Source: an optimization exercise on an open RTL-to-GDS flow (aim: a short achievable clock period and few clock cycles). Production flows keep margins and buffers that such runs may drop. Only simulation tests tie the RTL to the original design; equivalence was not proved. No activity file was given, so power comes from the tool's default toggle rates.

## config.mk

```make
export PLATFORM = sky130hd
export DESIGN_NAME = multi_cycle_mips
export DESIGN_NICKNAME = multi_cycle_mips
export VERILOG_FILES = /design/flow/design.v
export SDC_FILE = /design/flow/constraint.sdc
export NUM_CORES = 4
export LEC_CHECK = 0
export CAP_MARGIN = 20
export CORE_MARGIN = 2
export CORE_UTILIZATION = 40
export SLEW_MARGIN = 20
```

## constraint.sdc

```tcl
create_clock -name core_clock -period 10.0 [get_ports {clk}]
set_input_delay 2.0000 -clock core_clock [delete_from_list [all_inputs] [get_ports {clk}]]
set_output_delay 2.0000 -clock core_clock [all_outputs]
set_load 0.01 [all_outputs]
```

## design.v

```verilog
package mips_pkg;
  localparam logic [5:0] OP_RTYPE = 6'h00;
  localparam logic [5:0] OP_J     = 6'h02;
  localparam logic [5:0] OP_JAL   = 6'h03;
  localparam logic [5:0] OP_BEQ   = 6'h04;
  localparam logic [5:0] OP_BNE   = 6'h05;
  localparam logic [5:0] OP_ADDI  = 6'h08;
  localparam logic [5:0] OP_ADDIU = 6'h09;
  localparam logic [5:0] OP_SLTI  = 6'h0A;
  localparam logic [5:0] OP_SLTIU = 6'h0B;
  localparam logic [5:0] OP_ANDI  = 6'h0C;
  localparam logic [5:0] OP_ORI   = 6'h0D;
  localparam logic [5:0] OP_XORI  = 6'h0E;
  localparam logic [5:0] OP_LUI   = 6'h0F;
  localparam logic [5:0] OP_LW    = 6'h23;
  localparam logic [5:0] OP_SW    = 6'h2B;
  localparam logic [5:0] FN_ADD  = 6'h20;
  localparam logic [5:0] FN_ADDU = 6'h21;
  localparam logic [5:0] FN_SUB  = 6'h22;
  localparam logic [5:0] FN_SUBU = 6'h23;
  localparam logic [5:0] FN_AND  = 6'h24;
  localparam logic [5:0] FN_OR   = 6'h25;
  localparam logic [5:0] FN_XOR  = 6'h26;
  localparam logic [5:0] FN_NOR  = 6'h27;
  localparam logic [5:0] FN_SLT  = 6'h2A;
  localparam logic [5:0] FN_SLTU = 6'h2B;
  localparam logic [3:0] ALU_ADD  = 4'd0;
  localparam logic [3:0] ALU_SUB  = 4'd1;
  localparam logic [3:0] ALU_SLT  = 4'd2;
  localparam logic [3:0] ALU_SLTU = 4'd3;
  localparam logic [3:0] ALU_AND  = 4'd4;
  localparam logic [3:0] ALU_OR   = 4'd5;
  localparam logic [3:0] ALU_NOR  = 4'd6;
  localparam logic [3:0] ALU_XOR  = 4'd7;
  localparam logic [3:0] ALU_LUI  = 4'd8;
  localparam logic [2:0] FETCH  = 3'd0;
  localparam logic [2:0] DECODE = 3'd1;
  localparam logic [2:0] EXEC   = 3'd2;
  localparam logic [2:0] MEM    = 3'd3;
  localparam logic [2:0] WB     = 3'd4;
  localparam logic [2:0] HALT   = 3'd5;
  localparam logic [3:0] C_RALU = 4'd0;
  localparam logic [3:0] C_IALU = 4'd1;
  localparam logic [3:0] C_LW   = 4'd2;
  localparam logic [3:0] C_SW   = 4'd3;
  localparam logic [3:0] C_BEQ  = 4'd4;
  localparam logic [3:0] C_BNE  = 4'd5;
  localparam logic [3:0] C_J    = 4'd6;
  localparam logic [3:0] C_JAL  = 4'd7;
  localparam logic [3:0] C_ILL  = 4'd8;
endpackage
module mips_alu (
  input  logic [9:0]  sel,    
  input  logic [31:0] a,
  input  logic [31:0] b,
  input  logic [31:0] link,
  output logic [31:0] y,
  output logic [31:0] sum
);
  logic [32:0] diff;
  logic        lt_s, lt_u;
  assign sum  = a + b;
  assign diff = {1'b0, a} - {1'b0, b};
  assign lt_u = diff[32];
  assign lt_s = (a[31] ^ b[31]) ? a[31] : diff[31];
  always_comb begin
    y = ({32{sel[0]}} & sum)
      | ({32{sel[1]}} & diff[31:0])
      | ({32{sel[2]}} & {31'd0, lt_s})
      | ({32{sel[3]}} & {31'd0, lt_u})
      | ({32{sel[4]}} & (a & b))
      | ({32{sel[5]}} & (a | b))
      | ({32{sel[6]}} & (a ^ b))
      | ({32{sel[7]}} & ~(a | b))
      | ({32{sel[8]}} & b)
      | ({32{sel[9]}} & link);
  end
endmodule
module multi_cycle_mips #(
  parameter logic [31:0] RESET_PC        = 32'h0000_0000,
  parameter int          MEM_AW          = 32,
  parameter bit          TRAP_ON_ILLEGAL = 1'b1
) (
  input  logic              clk,
  input  logic              reset,
  output logic              mem_req,
  output logic              mem_we,
  output logic [MEM_AW-1:0] mem_addr,
  output logic [31:0]       mem_wdata,
  input  logic              mem_ready,
  input  logic [31:0]       mem_rdata,
  output logic              halted,
  output logic              retire
);
  logic        req_q, isd_q, we_q, kill_q;
  logic [29:0] addr_q;           
  logic [31:0] wdata_q;
  logic [4:0]  ldrd_q;           
  logic [29:0] fpc_q;            
  logic        halted_q, retire_q;
  logic        iv_q;             
  logic [29:0] pc4_q;            
  logic [4:0]  rs_q, rt_q, dst_q;
  logic        wen_q, use_rs_q, use_rt_q, use_imm_q;
  logic        lw_q, sw_q, beq_q, bne_q, ill_q, pt_q;
  logic [9:0]  sel_q;
  logic [31:0] imm_q;            
  logic [29:0] boff_q;           
  logic [31:0] a_q, b_q, r_q, l_q;
  logic        fax_q, fal_q, fbx_q, fbl_q;
  logic [31:0] rf [32];
  logic done, busy, fetch_done, fetch_ok, ld_done;
  assign done       = req_q & mem_ready;
  assign busy       = req_q & ~mem_ready;
  assign fetch_done = done & ~isd_q;
  assign fetch_ok   = fetch_done & ~kill_q;
  assign ld_done    = done & isd_q & ~we_q;
  assign mem_req   = req_q;
  assign mem_we    = we_q;
  assign mem_addr  = {addr_q[MEM_AW-3:0], 2'b00};
  assign mem_wdata = wdata_q;
  assign halted    = halted_q;
  assign retire    = retire_q;
  logic [31:0] w;
  assign w = mem_rdata;
  logic [5:0] f_op, f_fn;
  logic [4:0] f_rs, f_rt, f_rd;
  assign f_op = w[31:26];
  assign f_fn = w[5:0];
  assign f_rs = w[25:21];
  assign f_rt = w[20:16];
  assign f_rd = w[15:11];
  logic [4:0]  d_dst;
  logic        d_wen, d_use_rs, d_use_rt, d_use_imm, d_lw, d_sw, d_beq, d_bne;
  logic        d_j, d_ill;
  logic [9:0]  d_sel;
  logic [31:0] d_imm;
  always_comb begin
    d_dst = f_rt; d_wen = 1'b0; d_use_rs = 1'b0; d_use_rt = 1'b0;
    d_use_imm = 1'b1; d_lw = 1'b0; d_sw = 1'b0; d_beq = 1'b0; d_bne = 1'b0;
    d_j = 1'b0; d_ill = 1'b0; d_sel = 10'b0000000001;
    d_imm = {{16{w[15]}}, w[15:0]};
    case (f_op)
      mips_pkg::OP_RTYPE: begin
        d_dst = f_rd; d_wen = 1'b1; d_use_rs = 1'b1; d_use_rt = 1'b1;
        d_use_imm = 1'b0;
        case (f_fn)
          mips_pkg::FN_ADD, mips_pkg::FN_ADDU: d_sel = 10'b0000000001;
          mips_pkg::FN_SUB, mips_pkg::FN_SUBU: d_sel = 10'b0000000010;
          mips_pkg::FN_SLT:  d_sel = 10'b0000000100;
          mips_pkg::FN_SLTU: d_sel = 10'b0000001000;
          mips_pkg::FN_AND:  d_sel = 10'b0000010000;
          mips_pkg::FN_OR:   d_sel = 10'b0000100000;
          mips_pkg::FN_XOR:  d_sel = 10'b0001000000;
          mips_pkg::FN_NOR:  d_sel = 10'b0010000000;
          default: begin d_ill = 1'b1; d_wen = 1'b0; end
        endcase
      end
      mips_pkg::OP_J:   d_j = 1'b1;
      mips_pkg::OP_JAL: begin d_j = 1'b1; d_wen = 1'b1; d_dst = 5'd31; d_sel = 10'b1000000000; end
      mips_pkg::OP_BEQ: begin d_beq = 1'b1; d_use_rs = 1'b1; d_use_rt = 1'b1; d_use_imm = 1'b0; end
      mips_pkg::OP_BNE: begin d_bne = 1'b1; d_use_rs = 1'b1; d_use_rt = 1'b1; d_use_imm = 1'b0; end
      mips_pkg::OP_ADDI, mips_pkg::OP_ADDIU: begin d_wen = 1'b1; d_use_rs = 1'b1; end
      mips_pkg::OP_SLTI:  begin d_wen = 1'b1; d_use_rs = 1'b1; d_sel = 10'b0000000100; end
      mips_pkg::OP_SLTIU: begin d_wen = 1'b1; d_use_rs = 1'b1; d_sel = 10'b0000001000; end
      mips_pkg::OP_ANDI: begin d_wen = 1'b1; d_use_rs = 1'b1; d_sel = 10'b0000010000; d_imm = {16'd0, w[15:0]}; end
      mips_pkg::OP_ORI:  begin d_wen = 1'b1; d_use_rs = 1'b1; d_sel = 10'b0000100000; d_imm = {16'd0, w[15:0]}; end
      mips_pkg::OP_XORI: begin d_wen = 1'b1; d_use_rs = 1'b1; d_sel = 10'b0001000000; d_imm = {16'd0, w[15:0]}; end
      mips_pkg::OP_LUI:  begin d_wen = 1'b1; d_sel = 10'b0100000000; d_imm = {w[15:0], 16'd0}; end
      mips_pkg::OP_LW:   begin d_lw = 1'b1; d_use_rs = 1'b1; end
      mips_pkg::OP_SW:   begin d_sw = 1'b1; d_use_rs = 1'b1; d_use_rt = 1'b1; end
      default: d_ill = 1'b1;
    endcase
  end
  logic d_same, d_pt;
  assign d_same = (f_rs == f_rt);
  assign d_pt   = (d_beq | d_bne) & (w[15] ? ~(d_bne & d_same) : (d_beq & d_same));
  logic [29:0] a4;
  logic [13:0] a4_hi_p1, a4_hi_m1;
  logic [16:0] bt_lo;
  logic [13:0] bt_hi;
  logic [29:0] f_bt, f_next;
  assign a4       = addr_q + 30'd1;
  assign a4_hi_p1 = a4[29:16] + 14'd1;
  assign a4_hi_m1 = a4[29:16] - 14'd1;
  assign bt_lo    = {1'b0, a4[15:0]} + {1'b0, w[15:0]};
  always_comb begin
    case ({w[15], bt_lo[16]})
      2'b00: bt_hi = a4[29:16];
      2'b01: bt_hi = a4_hi_p1;
      2'b10: bt_hi = a4_hi_m1;
      default: bt_hi = a4[29:16];
    endcase
  end
  assign f_bt   = {bt_hi, bt_lo[15:0]};
  assign f_next = d_j ? {a4[29:26], w[25:0]} : (d_pt ? f_bt : a4);
  logic [31:0] f_ra, f_rb;
  assign f_ra = (f_rs == 5'd0) ? 32'd0 : rf[f_rs];
  assign f_rb = (f_rt == 5'd0) ? 32'd0 : rf[f_rt];
  logic [31:0] x_a, x_b, x_bop, x_y, x_sum;
  assign x_a   = fax_q ? r_q : (fal_q ? l_q : a_q);
  assign x_b   = fbx_q ? r_q : (fbl_q ? l_q : b_q);
  assign x_bop = use_imm_q ? imm_q : x_b;
  mips_alu u_alu (
    .sel  (sel_q),
    .a    (x_a),
    .b    (x_bop),
    .link ({pc4_q, 2'b00}),
    .y    (x_y),
    .sum  (x_sum)
  );
  logic s_lu, s_mem, ex, x_mem, x_we, x_eq, x_taken, redirect, halt_now;
  logic [29:0] x_bt, x_target;
  assign s_lu  = req_q & isd_q & ~we_q & (ldrd_q != 5'd0) &
                 ((use_rs_q & (rs_q == ldrd_q)) | (use_rt_q & (rt_q == ldrd_q)));
  assign x_mem = lw_q | sw_q;
  assign s_mem = (x_mem | (wen_q & isd_q & ~we_q & (dst_q == ldrd_q))) & busy;
  assign ex    = iv_q & ~ill_q & ~halted_q & ~s_lu & ~s_mem;
  assign x_we  = ex & wen_q & (dst_q != 5'd0);
  assign x_eq  = (x_a == x_b);
  assign x_taken  = (beq_q & x_eq) | (bne_q & ~x_eq);
  assign redirect = ex & (beq_q | bne_q) & (x_taken != pt_q);
  assign x_bt     = pc4_q + boff_q;
  assign x_target = x_taken ? x_bt : pc4_q;
  assign halt_now = iv_q & ill_q & ~halted_q & ~(req_q & isd_q & ~mem_ready);
  logic [29:0] nf;
  assign nf = redirect ? x_target : (fetch_ok ? f_next : fpc_q);
  always_ff @(posedge clk) begin
    if (ld_done && ldrd_q != 5'd0) rf[ldrd_q] <= mem_rdata;
    if (x_we) rf[dst_q] <= x_y;
  end
  always_ff @(posedge clk) begin
    if (ex) r_q <= x_y;
    if (ld_done) l_q <= mem_rdata;
  end
  always_ff @(posedge clk or posedge reset) begin
    if (reset) begin
      req_q    <= 1'b0;
      isd_q    <= 1'b0;
      we_q     <= 1'b0;
      kill_q   <= 1'b0;
      addr_q   <= RESET_PC[31:2];
      wdata_q  <= '0;
      ldrd_q   <= '0;
      fpc_q    <= RESET_PC[31:2];
      halted_q <= 1'b0;
      retire_q <= 1'b0;
      iv_q     <= 1'b0;
    end else begin
      retire_q <= ex;
      if (halt_now) halted_q <= 1'b1;
      if (redirect) fpc_q <= x_target;
      else if (fetch_ok) fpc_q <= f_next;
      if (busy) begin
        if (redirect && !isd_q) kill_q <= 1'b1;
      end else if (ex && x_mem) begin
        req_q   <= 1'b1;
        isd_q   <= 1'b1;
        we_q    <= sw_q;
        addr_q  <= x_sum[31:2];
        wdata_q <= x_b;
        ldrd_q  <= lw_q ? rt_q : 5'd0;
      end else if (halted_q || halt_now) begin
        req_q <= 1'b0;
      end else begin
        req_q  <= 1'b1;
        isd_q  <= 1'b0;
        we_q   <= 1'b0;
        kill_q <= 1'b0;
        addr_q <= nf;
        ldrd_q <= 5'd0;
      end
      if (fetch_ok && !redirect) iv_q <= 1'b1;
      else if (ex) iv_q <= 1'b0;
    end
  end
  always_ff @(posedge clk) begin
    if (fetch_ok && !redirect) begin
      pc4_q     <= a4;
      rs_q      <= f_rs;
      rt_q      <= f_rt;
      dst_q     <= d_dst;
      wen_q     <= d_wen;
      use_rs_q  <= d_use_rs;
      use_rt_q  <= d_use_rt;
      use_imm_q <= d_use_imm;
      lw_q      <= d_lw;
      sw_q      <= d_sw;
      beq_q     <= d_beq;
      bne_q     <= d_bne;
      ill_q     <= d_ill;
      pt_q      <= d_pt;
      sel_q     <= d_sel;
      imm_q     <= d_imm;
      boff_q    <= {{14{w[15]}}, w[15:0]};
      a_q       <= f_ra;
      b_q       <= f_rb;
      fax_q     <= x_we & (dst_q == f_rs);
      fbx_q     <= x_we & (dst_q == f_rt);
      fal_q     <= 1'b0;
      fbl_q     <= 1'b0;
    end else if (!ex) begin
      a_q   <= x_a;
      b_q   <= x_b;
      fax_q <= 1'b0;
      fbx_q <= 1'b0;
      fal_q <= ld_done & (ldrd_q != 5'd0) & (ldrd_q == rs_q);
      fbl_q <= ld_done & (ldrd_q != 5'd0) & (ldrd_q == rt_q);
    end
  end
endmodule
```

## run.sh

```bash
#!/bin/bash
# synth_recipe.tcl (not shown) runs the flow's synth.tcl, then flattens the netlist and writes it again
# the make line also repeats each setting of config.mk as NAME=value (left out here)
make -C /OpenROAD-flow-scripts/flow DESIGN_CONFIG=/design/flow/config.mk WORK_HOME=/design/flow/orfs CLKGATE_MAP_FILE= SYNTH_SCRIPT=/design/flow/synth_recipe.tcl finish
```

==> results.toml <==
[logic_synthesis]
synth_area_leaders = "edfxtp_1 (46%), mux4_2 (17%), a21oi_1 (6.7%)"
yosysTopAreaCell = "edfxtp_1"
ys.flop_type = "edfxtp_1"
netlist-cell-type-count = 92
yosysTopAreaCellShare_pct = 46.1
async_flop_share_pct = 7.57
synth_edf_count = 1267
synth_area_sq_mm = 0.0825
avgSynthCellArea_sq_um = 11.6
ys_seq_elements = 1373
yosysSeqAreaShare_pct = 49.3
yosysWarnings = 2
syn_inst = 7088

[clock_network]
cts.sinks = 1373
clk_pin_slew_ps = 60
cts_tree = "done"
cts_setup_buffers = 0
post_cts_resized = 0
holdBufCountCts = 0
clk_latency_ps = 840
htree_num_levels = 4
clock_path_buffers = 3
root_buffer = "clkbuf_16"
cts_buffers = 151

[critical_path]
cp_cell_sequence = "buf_2 -> ha_1 -> o21a_1 -> o21ai_0 -> a211oi_1 -> nand3b_1 -> o211ai_1 -> o21ai_0 -> a21o_1 -> a21oi_1 -> ha_1 -> buf_4 -> inv_1 -> or4_1 -> a32o_1 -> o32ai_2 -> nand4_1 -> a21oi_2 -> mux2_2 -> a2111oi_0 -> a21oi_1 -> mux2i_1 -> a221o_1"
worst_ep_required_time_ps = 10750
start_kind = "input port"
critical-path-slowest-cell = "buf_2"
cp_data_arrival_time_ps = 8280
slowest_delay_ps = 710
critical_path_buf_inv_count = 3
crit_fanout = 44
worstSetupPathType = "in2reg"
cp_top_family = "compound AO/OA/AOI/OAI gates"
crit_path_end_kind = "flop"

[routing]
avgRoutedWirePerCell_microns = 32.0
drtIter0Drc = 9295
finalWirelength_mm = 308
postRouteAntennaNets = 0
routed_via_density = 6.49
drc_errors = 0
drtPass1Iterations = 6
via_count = 62400

[die]
die_h_microns = 458
die_area_sq_mm = 0.210
start_util_pct = 40.3
rows = 166
pin_count = 103
fp.coreArea_sq_mm = 0.205
die_x_microns = 458

[global_routing]
busiest_layer = "met2"
grt_max_degree = 105
groute.usage.overall_pct = 28.8
grt_pass1_vias = 60800
antenna_found_initial = 15
overflow = 0
grt_use_met3_pct = 6.41
use_met1_pct = 35.1
grt_pass1_wl_mm = 436
grt_util_met2_pct = 46.6

[power]
comb_power_share_pct = 26.5
power_frac_clock_pct = 33.5
p_seq_share_pct = 39.9
power.switching_mw = 5.44
ir_worst_vdd_v = 0.000196
total_power_mw = 16.7
power.density_mw_per_mm2 = 182
p_leak_nw = 30.9
switching_share_pct = 32.5
power.internal_mw = 11.3

[timing]
finalCritPeriodShare_pct = 75.3
hold_viol = 0
tns_ps = 0
worst_pin_slew_ps = 1260
rsz0062_at_grt = "no"
setup_viol = 0
worst_slack_ps = 2470
timing.hold.ws_ps = 475
relSlewSlack_pct = 15.7
fmax_mhz = 133
final_max_slew_viol_count = 0
min_period_ps = 7530
finClkSkew_ps = 32.1

[final_layout]
final_cell_mix = "edfxtp_1 (1267), a21oi_1 (1096), nor2_1 (1072)"
synthToLayoutAreaGrowth_pct = 11.1
finish.utilization_pct = 44.8
final_common_cell = "edfxtp_1"
drive_gt1_share_pct = 18.5
num-nets-final = 6997
fin_area_sq_mm = 0.0917
num_antenna_cells = 0
fin_cells = 9613

[status]
status = "finished clean"

[place]
place_ws_ps = 1640
dpl-instance-area_sq_mm = 0.0868
io_buffers = 100
routabilityCongestion = 0.898
dp_hpwl_mm = 188
dp_cells = 9340

[worst_hold_path]
holdCritPathClass = "reg2reg"

[job]
drv_cap = 0
==> worst paths after layout <==
kind                                    startpoint                      end  slack (ps)  depth (start not counted)
max reg2reg                  addr_q[0]$_DFFE_PP0P_   addr_q[26]$_DFFE_PP0P_        2600                         26
min in group asynchronous                    reset  wdata_q[27]$_DFFE_PP0P_        1640                          2
min reg2reg                wdata_q[30]$_DFFE_PP0P_  wdata_q[30]$_DFFE_PP0P_         480                          2
max in group asynchronous                    reset   wdata_q[5]$_DFFE_PP0P_        7010                          3
max                                   mem_rdata[3]   addr_q[26]$_DFFE_PP0P_        2470                         23
min                        wdata_q[30]$_DFFE_PP0P_  wdata_q[30]$_DFFE_PP0P_         480                          2
==> power groups by stage <==
stage	Combinational [mW]	Sequential, mW	Clock [mW]
after floorplan	2.89	6.75	0
after global placement	4.30	6.78	0
after detailed placement	4.34	6.79	0
after CTS	4.36	6.67	5.65
after global routing	4.74	6.70	5.84
final	4.44	6.67	5.61
==> logic make-up after synthesis <==
logic type | count (synthesis) | synth area share (%)
multiplexers | 895 | 20.6
adder cells (fa/ha/maj) | 154 | 2.38
buffers and inverters | 939 | 4.35
AND/OR/NAND/NOR | 1783 | 9.25
other | 1 | 0.00454
XOR/XNOR | 187 | 1.99
AO/OA/AOI/OAI | 1756 | 12.1
flip-flops | 1373 | 49.3
==> synth_stat cells, types with 28 or more instances <==
| master | count |
|---|---|
| xnor2_1 | 128 |
| o21ai_0 | 280 |
| buf_1 | 56 |
| nor2_1 | 1108 |
| a21oi_1 | 1105 |
| nor3_1 | 52 |
| buf_2 | 46 |
| a21o_1 | 46 |
| nand4_1 | 29 |
| mux2i_1 | 201 |
| edfxtp_1 | 1267 |
| dfrtp_1 | 104 |
| a222oi_1 | 28 |
| or3_1 | 88 |
| inv_1 | 165 |
| xor2_1 | 58 |
| nor2b_1 | 34 |
| nand2_1 | 291 |
| a211oi_1 | 32 |
| nand3_1 | 54 |
| mux2_2 | 54 |
| ha_1 | 149 |
| mux4_2 | 640 |
| clkbuf_1 | 669 |
| o22ai_1 | 35 |
==> per-layer routing <==
layer,vias up,share of wire (%)
met3,918,11
met2,4170,47
met5,-,0.0029
met1,31100,35
met4,2,7.1
li1,26200,-
==> worst reg2reg max path: cells and delay by family (launching register included) <==
family | cells | cell delay (ps)
xor gates and xnor gates | 1 | 350
and+or+nand+nor | 7 | 2000
AOI/OAI and AO/OA | 11 | 2400
adders and majority gates | 3 | 810
buffers and inverters | 2 | 680
DFF | 1 | 540
muxes | 2 | 550
==> registers in the layout (all words and copies together), names as in the netlist, 5 cells and up <==
| signal | count |
|---|---|
| r_q | 32 |
| dst_q | 5 |
| addr_q | 30 |
| imm_q | 32 |
| rt_q | 5 |
| fpc_q | 30 |
| pc4_q | 30 |
| l_q | 32 |
| ldrd_q | 5 |
| rs_q | 5 |
| boff_q | 16 |
| b_q | 32 |
| rf | 1024 |
| wdata_q | 32 |
| a_q | 32 |
| sel_q | 10 |
==> layout make-up <==
type | count | area, sq um
clock buffers | 199 | 4080
multi-input cells | 4809 | 39500
flip-flops and latches | 1373 | 40700
fillers | 18300 | 113000
repair buffers | 307 | 2720
inverters | 166 | 631
well taps | 2688 | 3360
clock inverters | 71 | 738
Testbench counts, summed over its fixed seeds: cycles 129,726.

static timing again, ports no longer ideal:
Ports are ideal in the flow. The routed layout listed here was re-timed in OpenROAD. Step 1 (the two cells are an assumption about what drives the block):
set clk [get_ports {clk}]
set_driving_cell -lib_cell sky130_fd_sc_hd__clkbuf_16 $clk
set_driving_cell -lib_cell sky130_fd_sc_hd__buf_2 [delete_from_list [all_inputs] $clk]
Step 2 moves the port delays by t, midway between the first and last clock arrival at a register: inputs arrive t later, outputs are due t later. That takes back most of the time a late clock gives input paths. a / b / c = ideal / step 1 / step 2; a / b = the first two.
t, ns: 0.913
setup slack, ns: 2.465 / 2.527 / 1.613
latest minus earliest clock arrival (ns): 0.033 / 0.033
worst data-port slew with drivers (ns): 0.06
pins driven straight from the clock port: 1
After both steps setup and hold are still met in this run. For this run, drivers alone change the setup slack by +0.062 ns; drivers and shift together by -0.852 ns.
